From an optimization exercise on the open Yosys and OpenROAD flow, aimed at small area; shortcuts taken in it are not production practice. Function was checked by simulation only, so behaviour that the tests miss may differ from the original. No activity file was given, so power comes from the tool's default toggle rates.

==> run.sh <==
#!/bin/bash
# synth_recipe.tcl (not shown) runs the flow's synth.tcl, then flattens the netlist and writes it again
# the make line also repeats each setting of config.mk as NAME=value (left out here)
make -C /OpenROAD-flow-scripts/flow DESIGN_CONFIG=/design/flow/config.mk WORK_HOME=/design/flow/orfs CLKGATE_MAP_FILE= SYNTH_SCRIPT=/design/flow/synth_recipe.tcl finish
==> config.mk <==
export PLATFORM = sky130hd
export DESIGN_NAME = pio_top
export DESIGN_NICKNAME = pio_top
export VERILOG_FILES = /design/flow/design.v
export SDC_FILE = /design/flow/constraint.sdc
export NUM_CORES = 4
export LEC_CHECK = 0
export CAP_MARGIN = 20
export CORE_MARGIN = 2
export CORE_UTILIZATION = 40
export SLEW_MARGIN = 20
==> constraint.sdc <==
create_clock -name core_clock -period 10.0 [get_ports {clk_25mhz}]
set_input_delay 2.0000 -clock core_clock [delete_from_list [all_inputs] [get_ports {clk_25mhz}]]
set_output_delay 2.0000 -clock core_clock [all_outputs]
set_load 0.01 [all_outputs]
==> design.v <==
package pio_pkg;
  typedef enum logic [3:0] {
    NOP     = 4'd0,
    INSTR   = 4'd1,   
    CLKDIV  = 4'd2,
    PINBASE = 4'd3,
    START   = 4'd4,   
    PUSH    = 4'd5,   
    ENABLE  = 4'd6
  } pio_action_e;
  typedef enum logic [2:0] {
    JMP  = 3'd0,
    SET  = 3'd1,
    OUT  = 3'd2,
    PULL = 3'd3
  } pio_op_e;
  typedef enum logic [1:0] {
    COND_ALWAYS = 2'd0,
    COND_X_DEC  = 2'd1,   
    COND_OSRE   = 2'd2    
  } pio_cond_e;
  typedef enum logic [1:0] {
    DEST_PINS = 2'd0,
    DEST_X    = 2'd1
  } pio_dest_e;
  typedef struct packed {
    pio_op_e    op;
    logic [2:0] delay;
    pio_cond_e  cond;
    logic [4:0] target;
    logic [2:0] pad;
  } pio_flow_t;
  typedef struct packed {
    pio_op_e    op;
    logic [2:0] delay;
    pio_dest_e  dest;
    logic [4:0] value;
    logic [2:0] pad;
  } pio_data_t;
  typedef union packed {
    pio_flow_t flow;
    pio_data_t data;
  } pio_instr_u;
  typedef struct packed {
    pio_action_e action;
    logic        mindex;   
    logic [4:0]  index;    
    logic [31:0] data;
  } pio_cmd_t;
  typedef struct packed {
    logic [8-1:0] out;
    logic [8-1:0] dir;
  } pio_pins_t;
endpackage
module pio_sm (
  input  logic                 clk_25mhz,
  input  logic                 pwr_up_reset_n,
  input  logic [3:0]           cfg_we,     
  input  logic [31:0]          cfg_data,
  input  logic [15:0]          cfg_cm1,    
  input  logic                 push,
  input  logic [10:0]          instr,      
  output logic [$clog2(32)-1:0] pc,
  output logic                 full,
  output logic                 out0,       
  output logic                 dir0,       
  output logic [2:0]           pin_base
);
  localparam int PC_W = $clog2(32);
  logic [15:0]  cm1;        
  logic [15:0]  div_cnt;
  logic         en;
  logic [2:0]   delay_cnt;
  logic [31:0]  x;
  logic [31:0]  osr;        
  logic [5:0]   osr_off;    
  logic [31:0]  fifo [4];
  logic [1:0]   wr_ptr;
  logic [1:0]   rd_ptr;
  logic         fifo_full;
  logic [2:0]   dly;
  logic [7:0]   code;
  logic [4:0]   v;
  logic         grp, is_jmp, is_setx, is_out, is_misc, is_pull, is_setpin;
  logic         tick, fifo_empty, run, pop, do_push, take;
  logic [6:0]   off_sum;
  logic [31:0]  bit_mask, shifted, out_bits;
  assign {dly, code} = instr;
  assign v         = code[4:0];
  assign grp       = code[6] & code[5];
  assign is_jmp    = !code[7] && !grp;
  assign is_setx   = !code[7] && grp;
  assign is_out    = code[7] && !grp;
  assign is_misc   = code[7] && grp;
  assign is_pull   = is_misc && code[1] && !code[0];
  assign is_setpin = is_misc && !code[1];
  assign tick       = en && (div_cnt >= cm1);
  assign fifo_empty = (wr_ptr == rd_ptr) && !fifo_full;
  assign full       = fifo_full;
  assign run     = tick && !cfg_we[2] && (delay_cnt == 3'd0) && !(is_pull && fifo_empty);
  assign pop     = run && is_pull;
  assign do_push = push && !fifo_full;
  assign take = (code[6:5] == 2'd0) || (code[5] && (x != 32'd0)) || (code[6] && !osr_off[5]);
  assign off_sum  = {1'b0, osr_off} + ((v == 5'd0) ? 7'd32 : {2'b0, v});
  assign bit_mask = (v == 5'd0) ? '1 : (32'd1 << v) - 32'd1;
  assign shifted  = osr_off[5] ? '0 : osr >> osr_off[4:0];
  assign out_bits = shifted & bit_mask;
  always_ff @(posedge clk_25mhz) begin
    if (!pwr_up_reset_n) begin
      cm1       <= '0;
      div_cnt   <= '0;
      pin_base  <= '0;
      en        <= 1'b0;
      pc        <= '0;
      delay_cnt <= '0;
      osr_off   <= 6'd32;
      out0      <= 1'b0;
      dir0      <= 1'b0;
      wr_ptr    <= '0;
      rd_ptr    <= '0;
      fifo_full <= 1'b0;
      x         <= '0;
    end else begin
      if (cfg_we[0]) cm1 <= cfg_cm1;
      if (cfg_we[1]) pin_base <= cfg_data[2:0];
      if (cfg_we[3]) en <= cfg_data[0];
      if (tick) div_cnt <= '0;
      else if (en) div_cnt <= div_cnt + 16'd1;
      if (cfg_we[2]) begin
        pc        <= cfg_data[PC_W-1:0];
        delay_cnt <= '0;
      end else if (run) begin
        delay_cnt <= dly;
        if (is_jmp && take) pc <= v;
        else pc <= pc + PC_W'(1);
      end else if (tick && delay_cnt != 3'd0) begin
        delay_cnt <= delay_cnt - 3'd1;
      end
      if (run) begin
        if (is_setpin) begin
          out0 <= code[0];
          dir0 <= 1'b1;
        end
        if (is_out) begin
          osr_off <= off_sum[6:5] != 2'd0 ? 6'd32 : off_sum[5:0];
          if (code[6:5] == 2'd0) out0 <= shifted[0];
        end
        if (is_pull) osr_off <= '0;
        if (is_jmp && code[5]) x <= x - 32'd1;
        if (is_setx) x <= {27'd0, v};
        if (is_out && code[6:5] == 2'd1) x <= out_bits;
      end
      if (do_push) wr_ptr <= wr_ptr + 2'd1;
      if (pop) rd_ptr <= rd_ptr + 2'd1;
      if (pop) fifo_full <= 1'b0;
      else if (do_push && (wr_ptr + 2'd1 == rd_ptr)) fifo_full <= 1'b1;
    end
  end
  always_ff @(posedge clk_25mhz) begin
    if (do_push) fifo[wr_ptr] <= cfg_data;
    if (pop) osr <= fifo[rd_ptr];
  end
endmodule
module pio_pin_merge (
  input  logic [2-1:0]    out0,
  input  logic [2-1:0]    dir0,
  input  logic [2:0]                base0,
  input  logic [2:0]                base1,
  output logic [8-1:0]  pins
);
  always_comb begin
    for (int k = 0; k < 8; k++) begin
      logic d0, d1;
      d0 = dir0[0] && (base0 == 3'(k));
      d1 = dir0[1] && (base1 == 3'(k));
      pins[k] = (d0 && out0[0]) || (d1 && out0[1]) || !(d0 || d1);
    end
  end
endmodule
module pio_core (
  input  logic                      clk_25mhz,
  input  logic                      pwr_up_reset_n,
  input  pio_pkg::pio_cmd_t         cmd,
  output logic [2-1:0]    full,
  output logic [8-1:0]  pins
);
  localparam int PC_W = $clog2(32);
  logic [10:0]         imem [32];
  logic [PC_W-1:0]     sm_pc [2];
  logic [2-1:0] sm_out0, sm_dir0;
  logic [2:0]          sm_base [2];
  logic [2:0]  w_op, w_dly;
  logic [1:0]  w_sel;
  logic [4:0]  w_val;
  logic [7:0]  w_code;
  logic [15:0] cm1;   
  assign {w_op, w_dly, w_sel, w_val} = cmd.data[15:3];
  assign cm1 = cmd.data[15:0] - 16'd1;
  always_comb begin
    case (w_op)
      3'd0:    w_code = (w_sel == 2'd3) ? 8'b1110_0011 : {1'b0, w_sel, w_val};
      3'd1:    w_code = (w_sel == 2'd0) ? {7'b1110_000, w_val[0]} :
                        (w_sel == 2'd1) ? {3'b011, w_val} : 8'b1110_0011;
      3'd2:    w_code = {1'b1, w_sel[1] ? 2'b10 : w_sel, w_val};
      3'd3:    w_code = 8'b1110_0010;
      default: w_code = 8'b1110_0011;
    endcase
  end
  always_ff @(posedge clk_25mhz) begin
    if (cmd.action == pio_pkg::INSTR) imem[cmd.index] <= {w_dly, w_code};
  end
  for (genvar i = 0; i < 2; i++) begin : g_sm
    logic       sel;
    logic [3:0] cfg_we;
    logic       push;
    assign sel = (cmd.mindex == 1'(i));
    assign cfg_we[0] = sel && (cmd.action == pio_pkg::CLKDIV);
    assign cfg_we[1] = sel && (cmd.action == pio_pkg::PINBASE);
    assign cfg_we[2] = sel && (cmd.action == pio_pkg::START);
    assign cfg_we[3] = sel && (cmd.action == pio_pkg::ENABLE);
    assign push      = sel && (cmd.action == pio_pkg::PUSH);
    pio_sm u_sm (
      .clk_25mhz      (clk_25mhz),
      .pwr_up_reset_n (pwr_up_reset_n),
      .cfg_we         (cfg_we),
      .cfg_data       (cmd.data),
      .cfg_cm1        (cm1),
      .push           (push),
      .instr          (imem[sm_pc[i]]),   
      .pc             (sm_pc[i]),
      .full           (full[i]),
      .out0           (sm_out0[i]),
      .dir0           (sm_dir0[i]),
      .pin_base       (sm_base[i])
    );
  end
  pio_pin_merge u_merge (
    .out0  (sm_out0),
    .dir0  (sm_dir0),
    .base0 (sm_base[0]),
    .base1 (sm_base[1]),
    .pins  (pins)
  );
endmodule
module pio_top (
  input  logic                      clk_25mhz,
  input  logic                      pwr_up_reset_n,
  input  logic [3:0]                cmd_action,
  input  logic                      cmd_mindex,
  input  logic [4:0]                cmd_index,
  input  logic [31:0]               cmd_data,
  output logic [2-1:0]    full,
  output logic [8-1:0]  pins
);
  pio_pkg::pio_cmd_t cmd;
  assign cmd = {cmd_action, cmd_mindex, cmd_index, cmd_data};
  pio_core u_core (
    .clk_25mhz      (clk_25mhz),
    .pwr_up_reset_n (pwr_up_reset_n),
    .cmd            (cmd),
    .full           (full),
    .pins           (pins)
  );
endmodule
==> results.tsv <==
metric	value	unit
status	timing/DRC/antenna clean	
Net Switching	1.693	mW
top cell type's share of synthesized area	46.60	%
Via Count	28179	
final setup violating endpoints	0	
# IOs	54	
GRT overflow	0	
CTS Buf Count	90	
clock group share of total power	44.8	%
CTS tree	yes	
Hold Path Class	flip-flop to flip-flop	
Area Growth Syn to Fin	11.49	%
num rows	120	
Period Utilization, post-route	57.99	%
setup_tns	0	ps
cts hold-fix bufs	0	
largest area contributor in the netlist	edfxtp_1	
clk buf depth	3	
relative slew slack	26.87	%
CTS clk-pin slew, worst paths	60	ps
top cells by area, synth	edfxtp_1 (47%), mux4_2 (15%), dfxtp_1 (8.7%)	
Synth cell types	98	
routed len/inst	25.20	um
fill count	9641	
Worst EP required	10620	ps
EDFF count, synth	672	
Crit Path Class	flip-flop to flip-flop	
Syn Inst Count	3219	
clk root buf	clkbuf_16	
Fmax achieved	172.5	MHz
Post-synth top cells	edfxtp_1 (672), mux4_2 (295), nor2_1 (248)	
Setup crit end kind	flip-flop	
most numerous cell in the Yosys netlist	edfxtp_1	
Antenna diodes	0	
sequential area share after synthesis	55.29	%
Core ar.	107200	um2
Critical Path Start Type	flip-flop	
Pwr Density	157.8	nW/um2
sequential power share	50.8	%
post-CTS sizing	0	
gp weighted congestion	0.9323	
nets@finish	3345	
Routed Antenna Nets	0	
vias in the first global route	27425	
Peak VDD IR	0.1596	mV
Hold Fails Final Rpt	0	
Max-Cap Viols	0	
Via density	5.980	
critical path fanouts, max	38	
Post-DP HPWL	79190	um
post-CTS setup buffer count	0	
LEAKAGE	15.54	nW
Power, Total	7.619	mW
buffers added on ports	53	
Die ar.	110900	um2
Clock Sinks	860	
RSZ-0062 raised after global routing	false	
worst clock skew	25.89	ps
crit path DAT	6420	ps
ys async rst share	0	%
DR pass1 iterations	6	
Chip Width	333.0	um
Syn Area/Cell	13.45	um2
Synth Flop Type	edfxtp_1	
Die Height	333.0	um
Total GRT Usage	21.24	%
Initial Util	40.40	%
internal power	5.926	mW
Clock H-tree levels	3	
Yosys warnings	5	
antenna violations before repair	4	
DRC Markers	0	
first-pass GRT wire length	177700	um
Final Max Tran Viols	0	
WL final	118800	um
Switching Share	22.23	%
FF+latch count, synth	860	
Tmin final	5799	ps
Slew @ Worst Pin	1097	ps
worst-skew pair later-pin latency	670	ps
Mapped Area	43310	um2
Comb power frac	4.4	%
Mapped Nets	3332	
largest net degree at the start of global routing	64	
share of cells above drive strength 1	19.34	%
initial DRC count	3145	
-- cell type report --
| type | count | area (um2) | share of cell area (%) |
|---|---|---|---|
| Timing Repair Buffer | 138 | 1156 | 2.395 |
| Inverter | 81 | 307.8 | 0.6375 |
| Sequential cell | 860 | 23970 | 49.64 |
| Clock buffer | 113 | 2421 | 5.015 |
| Multi-Input combinational cell | 2061 | 18090 | 37.48 |
| Clock inverter | 56 | 579.3 | 1.200 |
| Tap cell | 1403 | 1755 | 3.636 |
-- flip-flops by register name, indices dropped and copies added (netlist names), 6 cells and up, named ones only --
| register | cells |
|---|---|
| u_core.g_sm.u_sm.pc | 10 |
| u_core.imem | 352 |
| u_core.g_sm.u_sm.fifo | 256 |
| u_core.g_sm.u_sm.x | 64 |
| u_core.g_sm.u_sm.div_cnt | 32 |
| u_core.g_sm.u_sm.cm1 | 32 |
| u_core.g_sm.u_sm.osr_off | 12 |
| u_core.g_sm.u_sm.pin_base | 6 |
| u_core.g_sm.u_sm.osr | 64 |
| u_core.g_sm.u_sm.delay_cnt | 6 |
-- power groups by stage --
stage / Sequential [mW] / Clock [mW] / Combinational (mW)
floorplan: 3.94 / 0 / 0.200
global placement: 3.95 / 0 / 0.334
detailed placement: 3.95 / 0 / 0.337
CTS: 3.87 / 3.46 / 0.338
global route: 3.87 / 3.59 / 0.363
finish: 3.87 / 3.41 / 0.338
-- routing by layer --
layer | GRT usage (%) | vias up | routed length (um)
met5 | 0 | - | 13
met4 | 6.701 | 2 | 3380
met3 | 4.186 | 162 | 9861
met2 | 32.21 | 1131 | 53650
met1 | 30.77 | 14174 | 51850
li1 | - | 12710 | -
-- worst paths after layout --
path                                   from                   endpoint  slack [ps]  depth (start not counted)
setup / recovery                  flip-flop  u_core.g_sm[1].u_sm.x[18]        4200                         15
hold / removal    u_core.g_sm[0].u_sm.x[23]  u_core.g_sm[0].u_sm.x[23]         460                          2
hold reg to reg   u_core.g_sm[0].u_sm.x[23]  u_core.g_sm[0].u_sm.x[23]         460                          2
setup reg to reg                  flip-flop  u_core.g_sm[1].u_sm.x[18]        4200                         15
-- worst max-delay path, cell delays in order, from the launching register on --
cell,delay [ps]
dfxtp_4,810
buf_4,660
mux4_2,600
o22ai_1,320
or4_1,540
inv_2,230
or2_2,420
nor3_4,420
inv_2,140
ha_1,400
clkinv_1,240
and3_1,180
o21ai_1,60
a21o_1,200
a211oi_1,260
o31a_1,150
-- stage by stage --
stage                     cell area (um2)  hold slack (ps)  worst slack (ps)  instances  util, %
after CTS                           48280            464.9              4270       4712    45.03
after floorplan                     43310            432.0              4310       3219        -
after global placement              45260            444.9              4342       4542    42.22
after detailed placement            45280            454.5              4263       4543    42.24
after global routing                48280            498.5              3839       4712    45.04
final                               48280            463.4              4201       4712    45.04
-- logic make-up after synthesis --
| kind of cell | share of synthesized area [%] |
|---|---|
| buf+inv | 3.175 |
| xor+xnor | 1.577 |
| mux | 19.11 |
| flops | 55.29 |
| simple gates | 10.07 |
| fa+ha+maj | 2.028 |
| compound gates | 8.751 |
-- placed cells by master (no fill, tap or decap), types with 31 or more instances in the layout --
cell type,count
clkdlybuf4s50_1,49
o22ai_1,64
a211oi_1,45
o21ai_0,127
xor2_1,40
nor3_1,54
nand3_1,69
mux2i_1,126
clkbuf_16,92
ha_1,67
inv_1,69
nor2_1,239
mux4_2,295
a21oi_1,135
xnor2_1,37
buf_4,84
and2_1,32
dfxtp_1,176
nand2_1,218
edfxtp_1,672
a31oi_1,31

==> separate check: timing with driven ports <==
In the flow no input, the clock included, has a driving cell. The finished layout below was timed again as built, in two steps.
Step 1, drivers: a clkbuf_16 drives clk_25mhz and a buf_2 each remaining input, both assumed.
Step 2 adds t to the input delays and takes it off the output delays; t is the mean of the earliest and latest rising clock arrival at the registers after step 1. Input paths then give back, and output paths get back, about the clock's delay inside the block.
a / b / c = ideal / step 1 / step 2; a / b = the first two.
t, ns: 0.727
setup WS [ns]: 4.201 / 4.201 / 4.201
worst setup path after step 2: register to register
worst register clock-pin slew, ns: 0.07 / 0.07
cell pins on the clock port's net: 1
After both steps this run still meets setup and hold. For this run, drivers alone change the setup slack by 0.000 ns; drivers and shift together by 0.000 ns.
